Background: an optimization exercise with open tools, aiming at small area, a short achievable clock period and few clock cycles per item. Do not read the settings as production practice.
At most, simulation tests tie the RTL to the original design; equivalence was not proved.
Power is estimated from default activity; no workload was simulated.

==> umber <==
==> flow/design.v (excerpt) <==
module execCluster
(
    input  logic           clk,
    input  logic           rst,
    input  logic           inValid,
    output logic           inReady,
    input  logic [128:0]   inPkt,      
    output logic           outValid,
    input  logic           outReady,
    output logic [136:0]   outPkt      
);
    logic [128:0] nx;     
    logic [31:0] iIns, iPc, iRs, iRt, iRtRev, iB, iX, iA, iSImm;
    logic        iIrq, iIsR, iIsBr, iSub, iCi, iEq, iRsZero, iTk;
    logic [5:0]  iOp, iFn;
    logic [15:0] iImm, iF;
    assign iIns  = nx[128:97];
    assign iPc   = nx[96:65];
    assign iRs   = nx[64:33];
    assign iRt   = nx[32:1];
    assign iIrq  = nx[0];
    assign iOp   = iIns[31:26];
    assign iFn   = iIns[5:0];
    assign iImm  = iIns[15:0];
    assign iSImm = {{16{iImm[15]}}, iImm};
    assign iIsR  = (iOp == 6'h00);
    assign iIsBr = (iOp == 6'h01) | (iOp[5:2] == 4'b0001);
    assign iSub  = iIsR ? (iFn == 6'h22 || iFn == 6'h23 || iFn == 6'h2a || iFn == 6'h2b)
                        : (iOp == 6'h0a || iOp == 6'h0b);
    always_comb begin
        for (int i = 0; i < 32; i++) iRtRev[i] = iRt[31-i];
    end
    assign iB    = iIsR ? ((iFn == 6'h00) ? iRtRev : iRt) : iIsBr ? {iSImm[29:0], 2'b00} : (iOp == 6'h0f) ? {iImm, 16'd0}
                 : (iOp == 6'h0c) ? {16'd0, iImm} : iSImm;
    assign iX    = iB ^ {32{iSub}};
    assign iCi   = iSub | iIsBr;
    assign iA    = iIsBr ? {iPc[31:2], 2'b11} : iRs;
    assign iF    = iIsR ? iIns[15:0] : iIns[31:16];
    assign iEq     = (iRs == iRt);
    assign iRsZero = (iRs == 32'd0);
    always_comb begin
        case (iOp[2:0])
            3'b100:  iTk = iEq;                    
            3'b101:  iTk = ~iEq;                   
            3'b110:  iTk = iRs[31] | iRsZero;      
            3'b111:  iTk = ~iRs[31] & ~iRsZero;    
            default: iTk = iRs[31];                
        endcase
    end
    localparam int HD_W = 148;
    logic [HD_W-1:0] hdNext;
    assign hdNext = {iIsR, iCi, iTk, iF, iRt, iX, iPc, iA, iIrq};
    logic [HD_W-1:0]   hd;
    logic [128:0]      r0, r1;
    logic              vh;
    logic [1:0]        occ;      
    logic              wp, rp;   
    logic              take, acc, hdLoad, fromRing;
    logic [1:0]        occNext;
  ...
export LEC_CHECK = 0
export ABC_CLOCK_PERIOD_IN_PS = 2000
export CAP_MARGIN = 20
export CORE_MARGIN = 2
export CORE_UTILIZATION = 50
export CTS_CLUSTER_DIAMETER = 100
export CTS_CLUSTER_SIZE = 30
export PLACE_DENSITY = 0.65
export SETUP_SLACK_MARGIN = 3.3
export SLEW_MARGIN = 20
create_clock -name core_clock -period 6.5 [get_ports {clk}]
standard.sh (not shown) runs the stock make flow with config.mk's settings and CLKGATE_MAP_FILE= SYNTH_SCRIPT=/design/flow/synth_recipe.tcl, a recipe that flattens the netlist after the stock synthesis.
==> flow/flow/run.sh <==
#!/bin/bash
# The standard ORFS layout, with the smallest buffer as the port buffer
# cell (every input and output port still gets its own buffer).
set -euo pipefail
bash standard.sh "BUFFER_PORTS_ARGS=-buffer_cell sky130_fd_sc_hd__buf_1" finish > standard_flow.log 2>&1
==> lagoon (differences from umber) <==
--- a/flow/design.v
+++ b/flow/design.v
@@ -172,41 +172,46 @@
     logic [HD_W-1:0] hdNext;
     assign hdNext = {iIsR, iCi, iTk, iF, iRt, iX, iPc, iA, iIrq};
     logic [HD_W-1:0]   hd;
     logic [128:0]      r0, r1;
     logic              vh;
     logic [1:0]        occ;      
     logic              wp, rp;   
-    logic              take, acc, hdLoad, fromRing;
+    logic              take, acc, hdLoad, fromRing, ringAcc;
+    logic              selR0, selR1, selIn;
     logic [1:0]        occNext;
     logic              rdy;      
     assign inReady  = rdy;
     assign acc      = inValid & inReady;
     assign take     = vh & (~outValid | outReady);
     assign hdLoad   = take | ~vh;                 
-    assign fromRing = |occ;
-    assign nx = rp ? r1 : r0;
-    assign occNext = (occ & ~({rp, ~rp} & {2{hdLoad & fromRing}})) | ({wp, ~wp} & {2{acc}});
+    assign fromRing = |occ;                       
+    assign ringAcc  = acc & ~(hdLoad & ~fromRing);
+    assign selR0    = fromRing & ~rp;
+    assign selR1    = fromRing & rp;
+    assign selIn    = ~fromRing;
+    assign nx = ({129{selR0}} & r0) | ({129{selR1}} & r1) | ({129{selIn}} & inPkt);
+    assign occNext = (occ & ~({rp, ~rp} & {2{hdLoad & fromRing}})) | ({wp, ~wp} & {2{ringAcc}});
     always_ff @(posedge clk) begin
         if (hdLoad)  hd <= hdNext;
         if (!occ[0]) r0 <= inPkt;
         if (!occ[1]) r1 <= inPkt;
     end
     always_ff @(posedge clk) begin
         if (rst) begin
             vh  <= 1'b0;
             occ <= 2'b00;
             rdy <= 1'b1;
             wp  <= 1'b0;
             rp  <= 1'b0;
         end else begin
-            if (hdLoad) vh <= fromRing;
+            if (hdLoad) vh <= fromRing | acc;
             occ <= occNext;
             rdy <= ~&occNext;
-            if (acc)                 wp <= ~wp;
+            if (ringAcc)             wp <= ~wp;
             if (hdLoad && fromRing)  rp <= ~rp;
         end
     end
     logic        isR, ci, tk, irq;
     logic [15:0] f;
     logic [31:0] rt, x, pc, rs;
     logic [5:0]  op, fn;
@@ -277,15 +282,15 @@
         for (int i = 0; i < 9; i++) begin
             G4[i] = (i >= 8) ? (G3[i] | (P3[i] & G3[i-8])) : G3[i];
         end
         for (int k = 0; k < 8; k++) sum[4*k +: 4] = G4[k] ? s1[4*k +: 4] : s0[4*k +: 4];     
         sum[32] = G4[8];     
     end
     assign ltU = ~sum[32];
-    assign ltS = (rs[31] ^ x[31] ^ ci) ? rs[31] : ltU;
+    assign ltS = (rs[31] ^ x[31] ^ ci) ? rs[31] : sum[31];
     logic [31:0] pc4, brPc;
     assign pc4  = {pc[31:2] + 30'd1, pc[1:0]};
     assign brPc = {sum[31:2], pc[1:0]};
     logic [31:0] shMid, shOut;
     logic        shFill;
     assign shFill = fn[0] & x[31];
     always_comb begin
@@ -343,45 +348,37 @@
             wbReg = 5'd31;
             wbAlu = 1'b0;
         end else if (isLw) begin
             wbAlu   = 1'b0;
             wbOther = 32'd0;
         end
     end
-    logic [31:0] alu, aluOther;
+    logic [31:0] alu, wbVal;
     always_comb begin
-        aluOther    = ({32{selLog}} & logicY) | ({32{selSh}} & shOut);
-        aluOther[0] = aluOther[0] | (selTk & tk);
-        alu         = selSum ? sum[31:0] : aluOther;
-        alu[0]      = alu[0] | (selLtS & ltS) | (selLtU & ltU);
-    end
-    logic [31:0] nextPc, nextPcOther;
-    logic        brSel;
-    assign brSel = isBr & tk & ~irq;
-    always_comb begin
-        if (irq)                            nextPcOther = 32'h8000_0004;
-        else if (!legal)                    nextPcOther = 32'h8000_0008;
-        else if (isR && (fnJr | fnJalr))    nextPcOther = rs;
-        else if (isJ | isJal)               nextPcOther = {pc4[31:28], f[9:0], x[15:0], 2'b00};
-        else                                nextPcOther = pc4;
-    end
-    assign nextPc = brSel ? brPc : nextPcOther;
-    logic        oWbAlu;
-    logic [31:0] oWbOther, oAlu;
-    logic        oRegWrite, oMemRead, oMemWrite, oTrap;
-    logic [4:0]  oWbReg;
-    logic [31:0] oRt, oNextPc;
+        alu      = ({32{selSum}} & sum[31:0]) | ({32{selLog}} & logicY) | ({32{selSh}} & shOut);
+        alu[0]   = alu[0] | (selLtS & ltS) | (selLtU & ltU) | (selTk & tk);
+        wbVal    = ({32{wbAlu & selSum}} & sum[31:0]) | ({32{wbAlu & selLog}} & logicY)
+                 | ({32{wbAlu & selSh}} & shOut) | ({32{~wbAlu}} & wbOther);
+        wbVal[0] = wbVal[0] | (wbAlu & ((selLtS & ltS) | (selLtU & ltU) | (selTk & tk)));
+    end
+    logic [31:0] nextPc;
+    always_comb begin
+        if (irq)                            nextPc = 32'h8000_0004;
+        else if (!legal)                    nextPc = 32'h8000_0008;
+        else if (isR && (fnJr | fnJalr))    nextPc = rs;
+        else if (isBr && tk)                nextPc = brPc;
+        else if (isJ | isJal)               nextPc = {pc4[31:28], f[9:0], x[15:0], 2'b00};
+        else                                nextPc = pc4;
+    end
     always_ff @(posedge clk) begin
         if (rst) begin
             outValid <= 1'b0;
         end else if (~outValid | outReady) begin
             outValid <= vh;
         end
     end
     always_ff @(posedge clk) begin
         if (take) begin
-            {oRegWrite, oWbReg, oWbAlu, oWbOther, oMemRead, oMemWrite, oAlu, oRt, oNextPc, oTrap}
-                <= {regWrite, wbReg, wbAlu, wbOther, isLw, isSw, alu, rt, nextPc, trap};
+            outPkt <= {regWrite, wbReg, wbVal, isLw, isSw, alu, rt, nextPc, trap};
         end
     end
-    assign outPkt = {oRegWrite, oWbReg, oWbAlu ? oAlu : oWbOther, oMemRead, oMemWrite, oAlu, oRt, oNextPc, oTrap};
 endmodule
==> flow/config.mk (replaced) <==
export PLATFORM = sky130hd
export DESIGN_NAME = execCluster
export DESIGN_NICKNAME = execCluster
export VERILOG_FILES = /design/flow/design.v
export SDC_FILE = /design/flow/constraint.sdc
export NUM_CORES = 4
export LEC_CHECK = 0
export ABC_CLOCK_PERIOD_IN_PS = 2000
export CAP_MARGIN = 20
export CORE_MARGIN = 2
export CORE_UTILIZATION = 60
export PLACE_DENSITY = 0.7
export SETUP_SLACK_MARGIN = 3.3
export SLEW_MARGIN = 20
==> violet (differences from umber) <==
==> flow/config.mk (replaced) <==
export PLATFORM = sky130hd
export DESIGN_NAME = execCluster
export DESIGN_NICKNAME = execCluster
export VERILOG_FILES = /design/flow/design.v
export SDC_FILE = /design/flow/constraint.sdc
export NUM_CORES = 4
export LEC_CHECK = 0
export ABC_CLOCK_PERIOD_IN_PS = 2000
export CAP_MARGIN = 20
export CORE_MARGIN = 2
export CORE_UTILIZATION = 55
export CTS_CLUSTER_DIAMETER = 100
export CTS_CLUSTER_SIZE = 30
export PLACE_DENSITY = 0.7
export SETUP_SLACK_MARGIN = 3.6
export SLEW_MARGIN = 20
==> comparison <==
- Of violet and lagoon, lagoon has the higher area after synthesis (gap 4.7%, measured against lagoon).
- Against lagoon, the worst setup slack of umber is better by 240 ps.
- In lagoon the worst hold slack is lower than in violet, by 3.3 ps.
- Combinational power: violet > umber > lagoon.
Testbench counts of umber, summed over its fixed seeds: cycles 8,299, items 7,200.
Testbench counts of violet, summed over its fixed seeds: cycles 8,299, items 7,200.
Function not checked in lagoon: the RTL went through the layout flow alone.

* * *

==> build 27: inputs <==
execCluster, a different RTL version from the one above (not shown whole).
==> flow/config.mk <==
export PLATFORM = sky130hd
export DESIGN_NAME = execCluster
export DESIGN_NICKNAME = execCluster
export VERILOG_FILES = /design/flow/design.v
export SDC_FILE = /design/flow/constraint.sdc
export NUM_CORES = 4
export LEC_CHECK = 0
export ABC_CLOCK_PERIOD_IN_PS = 2000
export CAP_MARGIN = 20
export CORE_MARGIN = 2
export CORE_UTILIZATION = 60
export PLACE_DENSITY = 0.7
export SETUP_SLACK_MARGIN = 3.3
export SLEW_MARGIN = 20
==> flow/constraint.sdc <==
create_clock -name core_clock -period 6.5 [get_ports {clk}]
set_input_delay 1.3000 -clock core_clock [delete_from_list [all_inputs] [get_ports {clk}]]
set_output_delay 1.3000 -clock core_clock [all_outputs]
set_load 0.01 [all_outputs]
Scripts as last shown in full above: flow/flow/run.sh
==> trial 35 (differences from build 27) <==
--- a/flow/design.v
+++ b/flow/design.v
@@ -129,12 +129,12 @@
     output logic           outValid,
     input  logic           outReady,
     output logic [136:0]   outPkt      
 );
     logic [128:0] nx;     
-    logic [31:0] iIns, iPc, iRs, iRt, iRtRev, iB, iX, iA, iSImm, iP, iLb, iLog;
-    logic        iIrq, iIsR, iIsBr, iIsLog, iSub, iCi, iEq, iRsZero, iTk;
+    logic [31:0] iIns, iPc, iRs, iRt, iRtRev, iB, iX, iA, iSImm;
+    logic        iIrq, iIsR, iIsBr, iSub, iCi, iEq, iRsZero, iTk;
     logic [5:0]  iOp, iFn;
     logic [15:0] iImm, iF;
     assign iIns  = nx[128:97];
     assign iPc   = nx[96:65];
     assign iRs   = nx[64:33];
@@ -151,24 +151,13 @@
     always_comb begin
         for (int i = 0; i < 32; i++) iRtRev[i] = iRt[31-i];
     end
     assign iB    = iIsR ? ((iFn == 6'h00) ? iRtRev : iRt) : iIsBr ? {iSImm[29:0], 2'b00} : (iOp == 6'h0f) ? {iImm, 16'd0}
                  : (iOp == 6'h0c) ? {16'd0, iImm} : iSImm;
-    assign iIsLog = iIsR ? (iFn[5:2] == 4'b1001) : (iOp == 6'h0c);     
-    assign iLb   = iIsR ? iRt : {16'd0, iImm};
-    always_comb begin
-        case ({iIsR, iFn[1:0]})
-            3'b101:  iLog = iRs | iLb;
-            3'b110:  iLog = iRs ^ iLb;
-            3'b111:  iLog = ~(iRs | iLb);
-            default: iLog = iRs & iLb;
-        endcase
-    end
-    assign iX    = iIsLog ? 32'd0 : (iB ^ {32{iSub}});
+    assign iX    = iB ^ {32{iSub}};
     assign iCi   = iSub | iIsBr;
-    assign iA    = iIsBr ? {iPc[31:2], 2'b11} : iIsLog ? iLog : iRs;
-    assign iP    = iIrq ? iPc : {iPc[31:2] + 30'd1, iPc[1:0]};
+    assign iA    = iIsBr ? {iPc[31:2], 2'b11} : iRs;
     assign iF    = iIsR ? iIns[15:0] : iIns[31:16];
     assign iEq     = (iRs == iRt);
     assign iRsZero = (iRs == 32'd0);
     always_comb begin
         case (iOp[2:0])
@@ -179,11 +168,11 @@
             default: iTk = iRs[31];                
         endcase
     end
     localparam int HD_W = 148;
     logic [HD_W-1:0] hdNext;
-    assign hdNext = {iIsR, iCi, iTk, iF, iRt, iX, iP, iA, iIrq};
+    assign hdNext = {iIsR, iCi, iTk, iF, iRt, iX, iPc, iA, iIrq};
     logic [HD_W-1:0]   hd;
     logic [128:0]      r0, r1;
     logic              vh;
     logic [1:0]        occ;      
     logic              wp, rp;   
@@ -217,14 +206,14 @@
             if (hdLoad && fromRing)  rp <= ~rp;
         end
     end
     logic        isR, ci, tk, irq;
     logic [15:0] f;
-    logic [31:0] rt, x, p, rs;
+    logic [31:0] rt, x, pc, rs;
     logic [5:0]  op, fn;
     logic [4:0]  sh;
-    assign {isR, ci, tk, f, rt, x, p, rs, irq} = hd;     
+    assign {isR, ci, tk, f, rt, x, pc, rs, irq} = hd;     
     assign op = isR ? 6'h00 : f[15:10];
     assign fn = f[5:0];
     assign sh = f[10:6];
     logic isBr, isJ, isJal, isAndi, isSlti, isSltiu, isLw, isSw, legal, trap;
     logic fnAnd, fnOr, fnXor, fnNor, fnSll, fnSrl, fnSra, fnSlt, fnSltu, fnJr, fnJalr;
@@ -290,31 +279,43 @@
         end
         for (int k = 0; k < 8; k++) sum[4*k +: 4] = G4[k] ? s1[4*k +: 4] : s0[4*k +: 4];     
         sum[32] = G4[8];     
     end
     assign ltU = ~sum[32];
-    assign ltS = (rs[31] ^ x[31] ^ ci) ? rs[31] : ltU;
-    logic [31:0] brPc;
-    assign brPc = {sum[31:2], p[1:0]};
+    assign ltS = (rs[31] ^ x[31] ^ ci) ? rs[31] : sum[31];
+    logic [31:0] pc4, brPc;
+    assign pc4  = {pc[31:2] + 30'd1, pc[1:0]};
+    assign brPc = {sum[31:2], pc[1:0]};
     logic [31:0] shMid, shOut;
     logic        shFill;
     assign shFill = fn[0] & x[31];
     always_comb begin
         shMid = x;
         for (int k = 0; k < 5; k++)
             if (sh[k]) shMid = (shMid >> (1 << k)) | ({32{shFill}} << (32 - (1 << k)));
         for (int i = 0; i < 32; i++) shOut[i] = fn[1] ? shMid[i] : shMid[31-i];
     end
-    logic selSum, selSh, selLtS, selLtU, selTk;
+    logic [31:0] logicY;
+    always_comb begin
+        case ({isR, fn[1:0]})
+            3'b101:  logicY = rs | x;
+            3'b110:  logicY = rs ^ x;
+            3'b111:  logicY = ~(rs | x);
+            default: logicY = rs & x;
+        endcase
+    end
+    logic selSum, selLog, selSh, selLtS, selLtU, selTk;
     always_comb begin
-        selSum = 1'b0; selSh = 1'b0; selLtS = 1'b0; selLtU = 1'b0; selTk = 1'b0;
+        selSum = 1'b0; selLog = 1'b0; selSh = 1'b0; selLtS = 1'b0; selLtU = 1'b0; selTk = 1'b0;
         if (isR) begin
-            if (fnSll | fnSrl | fnSra)         selSh  = 1'b1;
+            if (fnAnd | fnOr | fnXor | fnNor)  selLog = 1'b1;
+            else if (fnSll | fnSrl | fnSra)    selSh  = 1'b1;
             else if (fnSlt)                    selLtS = 1'b1;
             else if (fnSltu)                   selLtU = 1'b1;
             else                               selSum = 1'b1;
         end else if (isBr)                     selTk  = 1'b1;
+        else if (isAndi)                       selLog = 1'b1;
         else if (isSlti)                       selLtS = 1'b1;
         else if (isSltiu)                      selLtU = 1'b1;
         else                                   selSum = 1'b1;
     end
     logic        regWrite, wbAlu;
@@ -322,14 +323,15 @@
     logic [31:0] wbOther;
     always_comb begin
         regWrite = 1'b1;
         wbReg    = f[4:0];
         wbAlu    = 1'b1;
-        wbOther  = p;     
+        wbOther  = pc4;
         if (irq) begin
             wbReg   = 5'd26;
             wbAlu   = 1'b0;
+            wbOther = pc;
         end else if (!legal) begin
             wbReg   = 5'd26;
             wbAlu   = 1'b0;
         end else if (isR) begin
             wbReg    = f[15:11];
@@ -343,28 +345,24 @@
         end else if (isLw) begin
             wbAlu   = 1'b0;
             wbOther = 32'd0;
         end
     end
-    logic [31:0] alu, aluOther;
+    logic [31:0] alu;
+    always_comb begin
+        alu    = ({32{selSum}} & sum[31:0]) | ({32{selLog}} & logicY) | ({32{selSh}} & shOut);
+        alu[0] = alu[0] | (selLtS & ltS) | (selLtU & ltU) | (selTk & tk);
+    end
+    logic [31:0] nextPc;
     always_comb begin
-        aluOther    = {32{selSh}} & shOut;
-        aluOther[0] = aluOther[0] | (selTk & tk);
-        alu         = selSum ? sum[31:0] : aluOther;
-        alu[0]      = alu[0] | (selLtS & ltS) | (selLtU & ltU);
-    end
-    logic [31:0] nextPc, nextPcOther;
-    logic        brSel;
-    assign brSel = isBr & tk & ~irq;
-    always_comb begin
-        if (irq)                            nextPcOther = 32'h8000_0004;
-        else if (!legal)                    nextPcOther = 32'h8000_0008;
-        else if (isR && (fnJr | fnJalr))    nextPcOther = rs;
-        else if (isJ | isJal)               nextPcOther = {p[31:28], f[9:0], x[15:0], 2'b00};
-        else                                nextPcOther = p;
+        if (irq)                            nextPc = 32'h8000_0004;
+        else if (!legal)                    nextPc = 32'h8000_0008;
+        else if (isR && (fnJr | fnJalr))    nextPc = rs;
+        else if (isBr && tk)                nextPc = brPc;
+        else if (isJ | isJal)               nextPc = {pc4[31:28], f[9:0], x[15:0], 2'b00};
+        else                                nextPc = pc4;
     end
-    assign nextPc = brSel ? brPc : nextPcOther;
     logic        oWbAlu;
     logic [31:0] oWbOther, oAlu;
     logic        oRegWrite, oMemRead, oMemWrite, oTrap;
     logic [4:0]  oWbReg;
     logic [31:0] oRt, oNextPc;
- SETUP_SLACK_MARGIN: 3.3 -> 3.7
==> qor summary <==
quantity	build 27	trial 35
GR met3 Demand/Resource	0.0529	0.0837
Post-route standard cell area excluding fillers	34300 um2	35700 um2
Final period util	0.524	0.502
Highest clock frequency the design can meet	293 MHz	307 MHz
Core occupancy in the finished layout	0.717	0.752
Final worst clock skew	31.0 ps	43.3 ps
Sequential-to-total area share from yosys stat	0.568	0.575
Width of the die	224 um	223 um
Post-Synthesis Cells	2478	2339
Switching Share	0.358	0.381
Fraction of the mapped netlist area in compound gates	0.120	0.130
Die Y	224 um	223 um
Synth Area in Adders	0.0453	0.0288
# placed instances	3254	3117
Run status	complete, no violations	complete, no violations
Worst hold path endpoint	oRt[7]$_DFFE_PP_	oRt[0]$_DFFE_PP_
Length in cells of the worst reg-to-reg path	12	9
Combined area of the multi-input logic cells	12500 um2	12800 um2
Data-path buffer share of cell area in the final layout	0.0691	0.0973
Fraction of power consumed by sequential logic	0.396	0.363
Global routing usage on met1	0.464	0.518
Tot Pwr	12700 uW	14100 uW
Testbench counts of trial 35, summed over its fixed seeds: cycles 8,299, items 7,200.
Only the layout flow was run in build 27; the RTL was not checked for function there.

afterwards: timing with drivers on the ports:
In the flow no input, the clock included, has a driving cell. The finished layouts below were timed again as built, in two steps.
Step 1 sets driving cells, clkbuf_16 on the clock port and buf_2 on the other inputs (assumed; they add their load-dependent delay and slew).
Step 2 times the ports against the registers' clock, not the clock port: input delays grow and output delays shrink by t, the midpoint of the rising clock arrivals with the driver on.
a / b / c = no drivers / after step 1 / after step 2; a / b = the first two.
run	t, ns	slack for setup (ns)	latest minus earliest clock arrival (ns)	worst data-port slew with drivers (ns)
umber	0.669	3.318 / 3.260 / 3.215	0.050 / 0.051	0.07
lagoon	0.685	3.075 / 3.075 / 2.825	0.053 / 0.053	0.09
violet	0.676	3.401 / 3.338 / 3.106	0.043 / 0.043	0.07
build 27	0.669	3.092 / 3.092 / 3.077	0.031 / 0.031	0.07
trial 35	0.677	3.240 / 3.237 / 3.182	0.047 / 0.047	0.08
After both steps every run listed still meets setup and hold. For violet, which loses most, drivers alone change the setup slack by -0.063 ns; drivers and shift together by -0.295 ns.
